Source: an optimization exercise on an open RTL-to-GDS flow (aim: small area and a short achievable clock period). Production flows keep margins and buffers that such runs may drop. The RTL was checked by simulation tests, not by an equivalence proof against the original design. Power figures rest on the tool's default switching activity, not on a simulated workload.

--- design/flow/run.sh ---
#!/bin/bash
# synth_recipe.tcl (not shown) runs the flow's synth.tcl, then flattens the netlist and writes it again
# the make line also repeats each setting of config.mk as NAME=value (left out here)
make -C /OpenROAD-flow-scripts/flow DESIGN_CONFIG=/design/flow/config.mk WORK_HOME=/design/flow/orfs CLKGATE_MAP_FILE= SYNTH_SCRIPT=/design/flow/synth_recipe.tcl finish
--- design/flow/config.mk ---
export PLATFORM = sky130hd
export DESIGN_NAME = pio_machine
export DESIGN_NICKNAME = pio_machine
export VERILOG_FILES = /design/flow/design.v
export SDC_FILE = /design/flow/constraint.sdc
export NUM_CORES = 4
export LEC_CHECK = 0
export CAP_MARGIN = 20
export CORE_MARGIN = 2
export CORE_UTILIZATION = 40
export SLEW_MARGIN = 20
--- design/flow/constraint.sdc ---
create_clock -name core_clock -period 10.0 [get_ports {clk}]
set_input_delay 2.0000 -clock core_clock [delete_from_list [all_inputs] [get_ports {clk}]]
set_output_delay 2.0000 -clock core_clock [all_outputs]
set_load 0.01 [all_outputs]
--- design/flow/design.v ---
package pio_pkg;
  typedef enum logic [2:0] {
    OP_JMP       = 3'd0,
    OP_IN        = 3'd2,
    OP_OUT       = 3'd3,
    OP_PUSH_PULL = 3'd4,
    OP_MOV       = 3'd5,
    OP_SET       = 3'd7
  } pio_opcode_e;
  typedef struct packed {
    pio_opcode_e op;
    logic [4:0]  delay;
    logic [2:0]  a;
    logic [4:0]  b;
  } pio_common_t;
  typedef struct packed {
    logic [7:0] head;         
    logic [2:0] cond;
    logic [4:0] addr;
  } pio_jmp_t;
  typedef struct packed {
    logic [7:0] head;
    logic [2:0] dst;
    logic [1:0] op;           
    logic [2:0] src;
  } pio_mov_t;
  typedef struct packed {
    logic [7:0] head;
    logic [2:0] sel;          
    logic [4:0] count;        
  } pio_shift_t;
  typedef struct packed {
    logic [7:0] head;
    logic       pull;
    logic       if_cond;
    logic       block;
    logic [4:0] rsvd;
  } pio_pushpull_t;
  typedef union packed {
    pio_common_t   c;
    pio_jmp_t      jmp;
    pio_mov_t      mov;
    pio_shift_t    shift;
    pio_pushpull_t pp;
  } pio_instr_u;
  typedef struct packed {
    logic [4:0] set_base;
    logic [2:0] set_count;
    logic [4:0] out_base;
    logic [5:0] out_count;
    logic [4:0] in_base;
  } pio_pin_cfg_t;
  typedef struct packed {
    logic in_right;
    logic out_right;
  } pio_shift_cfg_t;
  typedef struct packed {
    logic [5-1:0] wrap_top;
    logic [5-1:0] wrap_target;
  } pio_wrap_t;
  typedef struct packed {
    logic                        jmp;
    logic [5-1:0]        new_pc;
    logic                        set_pins;
    logic                        set_dirs;
    logic                        out_pins;
    logic                        out_dirs;
    logic [32-1:0]      pin_value;
    logic                        isr_load;
    logic                        isr_shift;
    logic [32-1:0]      isr_value;
    logic                        osr_load;
    logic                        osr_shift;
    logic [32-1:0]      osr_value;
    logic [6-1:0] shift_count;
  } pio_ctl_t;
endpackage
`timescale 1ns/1ps
module pio_clock_divider (
  input  logic        clk,
  input  logic        reset,
  input  logic        en,
  input  logic [15:0] div_int,
  output logic        tick
);
  logic [15:0] count;
  logic [15:0] reload;
  assign reload = (div_int > 16'd1) ? div_int - 16'd1 : '0;   
  assign tick   = en && (count == '0);
  always_ff @(posedge clk) begin
    if (reset) begin
      count <= '0;
    end else if (en) begin
      count <= (count == '0) ? reload : count - 16'd1;   
    end
  end
endmodule
`timescale 1ns/1ps
module pio_sequencer (
  input  logic                    clk,
  input  logic                    reset,
  input  logic                    tick,
  input  logic                    stall,
  input  logic                    jmp,
  input  logic [5-1:0]    new_pc,
  input  pio_pkg::pio_wrap_t      wrap,
  input  logic                    prog_we,
  input  logic [5-1:0]    prog_addr,
  input  logic [16-1:0] prog_data,
  output pio_pkg::pio_instr_u     instr,
  output logic                    busy,
  output logic [5-1:0]    pc
);
  logic [16-1:0] mem [32];
  logic [5-1:0]    pc_next;
  logic [4:0]              delay_cnt;
  logic                    advance;
  assign busy    = (delay_cnt != '0);
  assign advance = tick && !stall && !busy;   
  always_comb begin
    if (reset) begin
      pc_next = '0;
    end else if (!advance) begin
      pc_next = pc;
    end else if (jmp) begin
      pc_next = new_pc;
    end else if (pc == wrap.wrap_top) begin
      pc_next = wrap.wrap_target;
    end else begin
      pc_next = pc + 1'b1;
    end
  end
  always_ff @(posedge clk) begin
    if (prog_we) begin
      mem[prog_addr] <= prog_data;
    end
    instr <= mem[pc_next];
  end
  always_ff @(posedge clk) begin
    if (reset) begin
      pc        <= '0;
      delay_cnt <= '0;
    end else begin
      pc <= pc_next;
      if (advance) begin
        delay_cnt <= instr.c.delay;   
      end else if (tick && busy) begin
        delay_cnt <= delay_cnt - 1'b1;
      end
    end
  end
endmodule
`timescale 1ns/1ps
module pio_executor (
  input  logic                        clk,
  input  logic                        reset,
  input  logic                        tick,
  input  logic                        busy,
  input  pio_pkg::pio_instr_u         instr,
  input  logic [32-1:0]      input_pins,
  input  pio_pkg::pio_pin_cfg_t       pin_cfg,
  input  pio_pkg::pio_shift_cfg_t     shift_cfg,
  input  logic [32-1:0]      isr,
  input  logic [32-1:0]      osr,
  input  logic [6-1:0] isr_count,
  input  logic [6-1:0] osr_count,
  input  logic [32-1:0]      din,
  input  logic                        empty,
  input  logic                        full,
  output pio_pkg::pio_ctl_t           ctl,
  output logic                        stall,
  output logic                        push,
  output logic                        pull
);
  logic                        go;
  logic                        cond;
  logic [32-1:0]      x, y, x_next, y_next;
  logic [2*32-1:0]    pins_dbl;
  logic [32-1:0]      in_pins, in_src, mov_src, mov_val, out_data;
  logic [32:0]        mask_wide;
  logic [6-1:0] nbits;
  function automatic logic [31:0] pick(input logic [2:0] sel, input logic [31:0] p,
                                       input logic [31:0] xv, input logic [31:0] yv,
                                       input logic [31:0] iv, input logic [31:0] ov);
    case (sel)
      3'd0: pick = p;
      3'd1:    pick = xv;
      3'd2:    pick = yv;
      3'd6:  pick = iv;
      3'd7:  pick = ov;
      default:       pick = '0;   
    endcase
  endfunction
  assign go       = tick && !busy;
  assign pins_dbl = {input_pins, input_pins} >> pin_cfg.in_base;
  assign in_pins  = pins_dbl[32-1:0];   
  assign in_src   = pick(instr.shift.sel, in_pins, x, y, isr, osr);
  assign mov_src  = pick(instr.mov.src, in_pins, x, y, isr, osr);
  assign nbits     = (instr.shift.count == '0) ? 6'd32 : {1'b0, instr.shift.count};
  assign mask_wide = (33'd1 << nbits) - 33'd1;
  assign out_data  = shift_cfg.out_right ? (osr & mask_wide[32-1:0])
                                         : (osr >> (6'd32 - nbits));
  always_comb begin
    case (instr.mov.op)
      2'd1:    mov_val = ~mov_src;
      2'd2:    for (int i = 0; i < 32; i++) mov_val[i] = mov_src[32-1-i];
      default: mov_val = mov_src;
    endcase
  end
  always_comb begin
    case (instr.jmp.cond)
      3'd0:    cond = 1'b1;
      3'd1:    cond = (x == '0);
      3'd2:    cond = (x != '0);   
      3'd3:    cond = (y == '0);
      3'd4:    cond = (y != '0);
      3'd5:    cond = (x != y);
      3'd7:    cond = (osr_count < 6'd32);
      default: cond = 1'b0;
    endcase
  end
  always_comb begin
    ctl             = '0;
    stall           = 1'b0;
    push            = 1'b0;
    pull            = 1'b0;
    x_next          = x;
    y_next          = y;
    ctl.new_pc      = instr.jmp.addr;
    ctl.shift_count = nbits;
    if (go) begin
      case (instr.c.op)
        pio_pkg::OP_JMP: begin
          ctl.jmp = cond;
          if (instr.jmp.cond == 3'd2) x_next = x - 1'b1;
          if (instr.jmp.cond == 3'd4) y_next = y - 1'b1;
        end
        pio_pkg::OP_SET: begin
          ctl.pin_value = {27'd0, instr.c.b};
          case (instr.c.a)
            3'd0:    ctl.set_pins = 1'b1;
            3'd1:       x_next = {27'd0, instr.c.b};
            3'd2:       y_next = {27'd0, instr.c.b};
            3'd4: ctl.set_dirs = 1'b1;
            default: ;
          endcase
        end
        pio_pkg::OP_MOV: begin
          ctl.pin_value = mov_val;
          ctl.isr_value = mov_val;
          ctl.osr_value = mov_val;
          case (instr.mov.dst)
            3'd0: ctl.out_pins = 1'b1;   
            3'd1:    x_next = mov_val;
            3'd2:    y_next = mov_val;
            3'd6:  ctl.isr_load = 1'b1;
            3'd7:  ctl.osr_load = 1'b1;
            default: ;
          endcase
        end
        pio_pkg::OP_IN: begin
          ctl.isr_shift = 1'b1;
          ctl.isr_value = in_src;
        end
        pio_pkg::OP_OUT: begin
          ctl.osr_shift = 1'b1;
          ctl.pin_value = out_data;
          ctl.isr_value = out_data;
          case (instr.shift.sel)
            3'd0:    ctl.out_pins = 1'b1;
            3'd1:       x_next = out_data;
            3'd2:       y_next = out_data;
            3'd4: ctl.out_dirs = 1'b1;
            3'd6:     ctl.isr_load = 1'b1;
            default: ;
          endcase
        end
        pio_pkg::OP_PUSH_PULL: begin
          if (!instr.pp.pull) begin
            if (full && instr.pp.block) begin
              stall = 1'b1;
            end else begin
              push         = !full;   
              ctl.isr_load = 1'b1;    
            end
          end else if (!empty) begin
            pull          = 1'b1;
            ctl.osr_load  = 1'b1;
            ctl.osr_value = din;
          end else if (instr.pp.block) begin
            stall = 1'b1;
          end else begin
            ctl.osr_load  = 1'b1;     
            ctl.osr_value = x;
          end
        end
        default: ;
      endcase
    end
  end
  always_ff @(posedge clk) begin
    if (reset) begin
      x <= '0;
      y <= '0;
    end else begin
      x <= x_next;
      y <= y_next;
    end
  end
endmodule
`timescale 1ns/1ps
module pio_shift_in (
  input  logic                        clk,
  input  logic                        reset,
  input  logic                        tick,
  input  pio_pkg::pio_ctl_t           ctl,
  input  pio_pkg::pio_shift_cfg_t     shift_cfg,
  output logic [32-1:0]      isr,
  output logic [6-1:0] isr_count
);
  logic [2*32-1:0] right_cat, left_cat;
  logic [6:0] count_sum;
  assign right_cat = {ctl.isr_value, isr} >> ctl.shift_count;
  assign left_cat  = {isr, ctl.isr_value << (6'd32 - ctl.shift_count)} << ctl.shift_count;
  assign count_sum = isr_count + ctl.shift_count;
  always_ff @(posedge clk) begin
    if (reset) begin
      isr       <= '0;
      isr_count <= '0;
    end else if (tick) begin
      if (ctl.isr_load) begin
        isr       <= ctl.isr_value;
        isr_count <= '0;
      end else if (ctl.isr_shift) begin
        isr       <= shift_cfg.in_right ? right_cat[32-1:0]
                                        : left_cat[2*32-1:32];
        isr_count <= (count_sum > 7'd32) ? 6'd32 : count_sum[6-1:0];
      end
    end
  end
endmodule
`timescale 1ns/1ps
module pio_shift_out (
  input  logic                        clk,
  input  logic                        reset,
  input  logic                        tick,
  input  pio_pkg::pio_ctl_t           ctl,
  input  pio_pkg::pio_shift_cfg_t     shift_cfg,
  output logic [32-1:0]      osr,
  output logic [6-1:0] osr_count
);
  logic [2*32-1:0]  shifted;
  logic [6:0] count_sum;
  assign shifted   = shift_cfg.out_right ? ({32'd0, osr} >> ctl.shift_count)
                                         : ({32'd0, osr} << ctl.shift_count);
  assign count_sum = osr_count + ctl.shift_count;
  always_ff @(posedge clk) begin
    if (reset) begin
      osr       <= '0;
      osr_count <= 6'd32;   
    end else if (tick) begin
      if (ctl.osr_load) begin
        osr       <= ctl.osr_value;
        osr_count <= '0;
      end else if (ctl.osr_shift) begin
        osr       <= shifted[32-1:0];
        osr_count <= (count_sum > 7'd32) ? 6'd32 : count_sum[6-1:0];
      end
    end
  end
endmodule
`timescale 1ns/1ps
module pio_pin_mapper (
  input  logic                   clk,
  input  logic                   reset,
  input  logic                   tick,
  input  pio_pkg::pio_ctl_t      ctl,
  input  pio_pkg::pio_pin_cfg_t  pin_cfg,
  output logic [32-1:0] output_pins,
  output logic [32-1:0] pin_directions,
  output logic [32-1:0] output_pins_stb
);
  logic                   use_set, wr_pins, wr_dirs;
  logic [4:0]             base;
  logic [32-1:0] win, val;
  function automatic logic [31:0] rotl(input logic [31:0] v, input logic [4:0] s);
    logic [63:0] d;
    d = {v, v} << s;
    rotl = d[63:32];
  endfunction
  function automatic logic [31:0] low_mask(input logic [5:0] n);
    logic [32:0] m;
    m = (33'd1 << n) - 33'd1;
    low_mask = m[31:0];
  endfunction
  assign use_set = ctl.set_pins || ctl.set_dirs;
  assign base    = use_set ? pin_cfg.set_base : pin_cfg.out_base;
  assign win     = use_set ? rotl(low_mask({3'd0, pin_cfg.set_count}), base)
                           : rotl(low_mask(pin_cfg.out_count), base);
  assign val     = rotl(ctl.pin_value, base);   
  assign wr_pins = tick && (ctl.set_pins || ctl.out_pins);
  assign wr_dirs = tick && (ctl.set_dirs || ctl.out_dirs);
  always_ff @(posedge clk) begin
    if (reset) begin
      output_pins     <= '0;
      pin_directions  <= '0;
      output_pins_stb <= '0;
    end else begin
      if (wr_pins) begin
        output_pins <= (output_pins & ~win) | (val & win);
      end
      if (wr_dirs) begin
        pin_directions <= (pin_directions & ~win) | (val & win);
      end
      output_pins_stb <= (wr_pins || wr_dirs) ? win : '0;   
    end
  end
endmodule
`timescale 1ns/1ps
module pio_machine (
  input  logic                    clk,
  input  logic                    reset,
  input  logic                    en,
  input  logic [15:0]             div_int,
  input  logic [9:0]             wrap,        
  input  logic [23:0]            pin_cfg,     
  input  logic [1:0]             shift_cfg,   
  input  logic                    prog_we,
  input  logic [5-1:0]    prog_addr,
  input  logic [16-1:0] prog_data,
  input  logic [32-1:0]  input_pins,
  input  logic [32-1:0]  din,
  input  logic                    empty,
  input  logic                    full,
  output logic [5-1:0]    pc,
  output logic                    push,
  output logic                    pull,
  output logic [32-1:0]  dout,
  output logic [32-1:0]  output_pins,
  output logic [32-1:0]  pin_directions,
  output logic [32-1:0]  output_pins_stb
);
  logic                        tick, busy, stall;
  pio_pkg::pio_wrap_t          wrap_s;
  pio_pkg::pio_pin_cfg_t       pin_cfg_s;
  pio_pkg::pio_shift_cfg_t     shift_cfg_s;
  pio_pkg::pio_instr_u         instr;
  pio_pkg::pio_ctl_t           ctl;
  logic [32-1:0]      osr;
  logic [6-1:0] isr_count, osr_count;
  assign wrap_s      = wrap;
  assign pin_cfg_s   = pin_cfg;
  assign shift_cfg_s = shift_cfg;
  pio_clock_divider u_div (
    .clk(clk), .reset(reset), .en(en), .div_int(div_int), .tick(tick)
  );
  pio_sequencer u_seq (
    .clk(clk), .reset(reset), .tick(tick), .stall(stall), .jmp(ctl.jmp),
    .new_pc(ctl.new_pc), .wrap(wrap_s), .prog_we(prog_we), .prog_addr(prog_addr),
    .prog_data(prog_data), .instr(instr), .busy(busy), .pc(pc)
  );
  pio_executor u_exec (
    .clk(clk), .reset(reset), .tick(tick), .busy(busy), .instr(instr),
    .input_pins(input_pins), .pin_cfg(pin_cfg_s), .shift_cfg(shift_cfg_s),
    .isr(dout), .osr(osr), .isr_count(isr_count), .osr_count(osr_count),
    .din(din), .empty(empty), .full(full),
    .ctl(ctl), .stall(stall), .push(push), .pull(pull)
  );
  pio_shift_in u_isr (
    .clk(clk), .reset(reset), .tick(tick), .ctl(ctl), .shift_cfg(shift_cfg_s),
    .isr(dout), .isr_count(isr_count)
  );
  pio_shift_out u_osr (
    .clk(clk), .reset(reset), .tick(tick), .ctl(ctl), .shift_cfg(shift_cfg_s),
    .osr(osr), .osr_count(osr_count)
  );
  pio_pin_mapper u_pins (
    .clk(clk), .reset(reset), .tick(tick), .ctl(ctl), .pin_cfg(pin_cfg_s),
    .output_pins(output_pins), .pin_directions(pin_directions),
    .output_pins_stb(output_pins_stb)
  );
endmodule
==> run notes <==
-- cell type report --
cell class | count | area share
inverter | 83 | 0.00457
antenna | 40 | 0.00142
multi-input combinational | 5668 | 0.532
tap | 2030 | 0.0361
clock inverter | 54 | 0.0107
clock buffer | 103 | 0.0321
timing repair buffer | 703 | 0.0864
sequential | 784 | 0.296
-- layer usage --
metal  track usage  vias up  share of wire
met3         0.153     1415           0.12
met2         0.689     5201           0.42
li1              -    27731              -
met5             0        -        0.00062
met4         0.352       35          0.092
met1         0.570    32844           0.37
-- cells in the mapped netlist, types with 30 or more instances --
library cell	instances
nand3b_1	70
o21ai_0	627
nand2_1	748
nand2b_1	91
buf_1	100
nor2_1	789
nor3_1	181
edfxtp_1	512
o211ai_1	126
a32oi_1	34
o21a_1	40
a211o_1	30
xor2_1	45
o21ai_1	50
o31ai_1	90
and3_1	50
a22oi_1	112
mux4_2	167
a21o_1	35
nand3_1	141
clkbuf_1	517
o221ai_1	30
mux2i_1	393
nor2b_1	75
a211oi_1	154
and2_1	41
a21oi_1	528
dfxtp_1	272
nand4_1	58
nor4_1	62
a221oi_1	35
mux2_2	91
o22a_1	40
a31oi_1	66
or3_1	37
o22ai_1	130
inv_1	78
buf_2	48
-- per-stage QoR --
| stage | instances | area [um^2] |
|---|---|---|
| after floorplan | 7223 | 60900 |
| after global placement | 9260 | 67100 |
| after detailed placement | 9266 | 67200 |
| after CTS | 9423 | 70200 |
| after global routing | 9426 | 70200 |
| final | 9465 | 70300 |
-- report_power, final --
group          switching, mW  internal (mW)  total, mW
sequential             0.232           3.55       3.79
combinational           6.17           2.37       8.54
clock                   1.46           1.93       3.39
-- worst min-delay path by stage --
stage                              end  slack (ns)            from  depth (start not counted)
floorplan           u_seq.delay_cnt[0]        0.42  u_seq.instr[8]                          2
global placement             flip-flop        0.47       flip-flop                          2
detailed placement           flip-flop        0.47       flip-flop                          2
CTS                          flip-flop        0.49       flip-flop                          2
global route                 flip-flop        0.50       flip-flop                          2
finish                       flip-flop        0.48       flip-flop                          2
-- state kept, by name, summed over array words and instances, names as in the netlist, 6 cells and up, named ones only --
name	cells
u_div.count	16
u_exec.x	32
u_exec.y	32
u_isr.isr	32
u_osr.osr	32
u_osr.osr_count	6
u_pins.output_pins_stb	32
u_seq.instr	16
u_seq.mem	512
-- placed cells by master, fill, tap and decap left out, types with 91 or more instances in the layout --
cell             Yosys  final
nor2_1             789    773
nand2_1            748    742
o21ai_0            627    625
a21oi_1            528    524
edfxtp_1           512    512
buf_4               14    412
mux2i_1            393    384
clkdlybuf4s50_1      0    269
dfxtp_1            272    265
nor3_1             181    171
mux4_2             167    167
a211oi_1           154    151
nand3_1            141    141
o22ai_1            130    129
o211ai_1           126    126
a22oi_1            112    112
mux2_2              91     91
-- kinds of logic after synthesis --
family / Yosys count
buffers and inverters: 771
XOR/XNOR: 71
adder cells (fa/ha/maj): 20
multiplexers: 664
AND/OR/NAND/NOR: 2472
AO/OA/AOI/OAI: 2441
flip-flops: 784
-- tightest hold or removal path: cells and delay by family (launching register included) --
family / cells / cell delay [ns]
flip-flops: 1 / 0.31
multiplexers: 1 / 0.06
AND/OR/NAND/NOR: 1 / 0.07
==> impl_metrics.yaml <==
setup_path:
  required_ns: 10.57
  cpLargestDelayFamily: "simple AND/OR/NAND/NOR gates"
  cp_max_fo: 27
  startpoint: "pin_cfg[0]"
  ff2ff_setup_slack_ns: 1.63
  crit_path_max_incr_delay_ns: 0.86
  critPathKind: "primary input to flip-flop"
  arrival_ns: 9.25
  rr_worst_depth: 20
  cp-start-kind: "primary input"
  endpoint: "u_isr.isr[31]"
  path_cells: "clkdlybuf4s50_1 > nand2b_1 > buf_4 > o22ai_1 > o21ai_0 > and4_1 > a211oi_1 > o311a_1 > nor3_1 > o32ai_1 > nor4b_1 > o2111ai_1 > nor3_1 > a22oi_1 > mux4_2 > a2111oi_0 > a2111oi_0"
  endpoint_kind: "flip-flop"
  r2r-start: "u_seq.instr[1]"
  cp.buffers_inverters: 2
  cp.depth: 17
  r2r_end: "u_isr.isr[31]"
  cp_slowest_cell: "nand2b_1"
logic_synthesis:
  syn_inst: 7223
  yosys.area.top_type: "edfxtp_1"
  synth_area_um2: 60900
  yosysSeqAreaShare: 0.342
  synth_fp_nets: 7385
  synth.area.mux_share: 0.146
  syn_area_per_cell_um2: 8.43
  ys_types: 101
  synthAdderAreaFrac: 0.00407
  synth_seq_cells: 784
  synth_top_family_by_area: "compound AO/OA/AOI/OAI gates"
  yosys_warnings: 6
  synthSimpleGateAreaFrac: 0.189
  async_reset_ff_frac: 0
  synth_compound_area_frac: 0.259
  synthTopCellsByArea: "edfxtp_1, dfxtp_1, mux2i_1"
  synth-xor-area-share: 0.0102
  synth_edf_count: 512
  yosysTopAreaCellShare: 0.252
  synthFlopType: "edfxtp_1"
timing:
  fmax_mhz: 115
  fin_skew_ns: 0.0772
  fin_tns_setup_ns: 0
  report.final.hold_viol_count: 0
  min_period_ns: 8.69
  tightest_slew_ns: 1.36
  finalSetupViolations: 0
  slew_headroom: 0.0950
  rsz0062_at_grt: "false"
  layout_setup_ws_ns: 1.31
  hold_slack_ns: 0.484
  final_max_slew_viol_count: 0
  fin_crit_sh: 0.869
finish:
  synthToLayoutAreaGrowth_pct: 15.5
  layout-drive-gt1-share: 0.132
  seq_area_um2: 20800
  fin_nets: 7487
  fin_util: 0.464
  num-fill-cells: 14765
  multi_input_area_um2: 37400
cts:
  htreeDepth: 3
  cts_setup_buffers: 0
  cts.clk_slew.worst_paths_ns: 0.07
  cts-hold-fix-buffers: 0
  insertion_delay_ns: 0.74
  clockBufferDepth: 3
  ctsResizeCount: 0
  tritoncts: "yes"
  cts_root_buffer: "clkbuf_16"
  clock_sinks: 784
  cts_made_buffers: 85
grt:
  antenna_found_initial: 56
  grt_util_all_layers: 0.469
  grt_max_degree: 106
  grt_first_pass_wirelength_mm: 513
  overflow: 0
  grt_pass1_vias: 61504
job:
  drv_cap: 0
placement:
  io_buffers: 277
  dpl.hpwl_mm: 283
  dpl_worst_slack_ns: 1.02
  gp_congestion: 1.11
power:
  irDropWorstVdd_v: 0.000194
  leakage_nw: 24.3
  power.density_nw_per_um2: 223
  power_mw: 15.7
route:
  antenna_left: 0
  drt-wirelength-per-cell_um: 40.0
  first_pass_iters: 9
  drc: 0
  vias_per_cell: 7.10
  wl_mm: 379
  vias: 67226
  drt_iter0_markers: 10487
floorplanning:
  die_h_um: 394
  std_cell_rows: 143
  die_area_um2: 155000
  ioPinCount: 278
  coreArea_um2: 152000
  start_util: 0.402
  die_w_um: 394
min_path:
  hp-class: "flip-flop to flip-flop"
status:
  status: "timing/DRC/antenna clean"

static timing again, ports no longer ideal:
The flow's constraints put no driver on any port. The routed layout listed below was extracted and timed again, unchanged, in two steps. Step 1, drivers: a clkbuf_16 drives clk and a buf_2 each remaining input, both assumed. Step 2 adds t to the input delays and takes it off the output delays; t is the mean of the earliest and latest rising clock arrival at the registers after step 1. Input paths then give back, and output paths get back, about the clock's delay inside the block. Slacks: ideal ports / drivers / drivers and shift; pairs: ideal ports / drivers.
t, ns: 0.786
setup slack, ns: 1.311 / 1.369 / 0.582
hold slack, ns: 0.484 / 0.484 / 0.484
slew at the worst register clock pin (ns): 0.07 / 0.07
cell pins on the clock port's net: 1
After both steps setup and hold are still met in this run. The setup slack of this run moves by +0.058 ns with the drivers and by -0.729 ns with both steps.
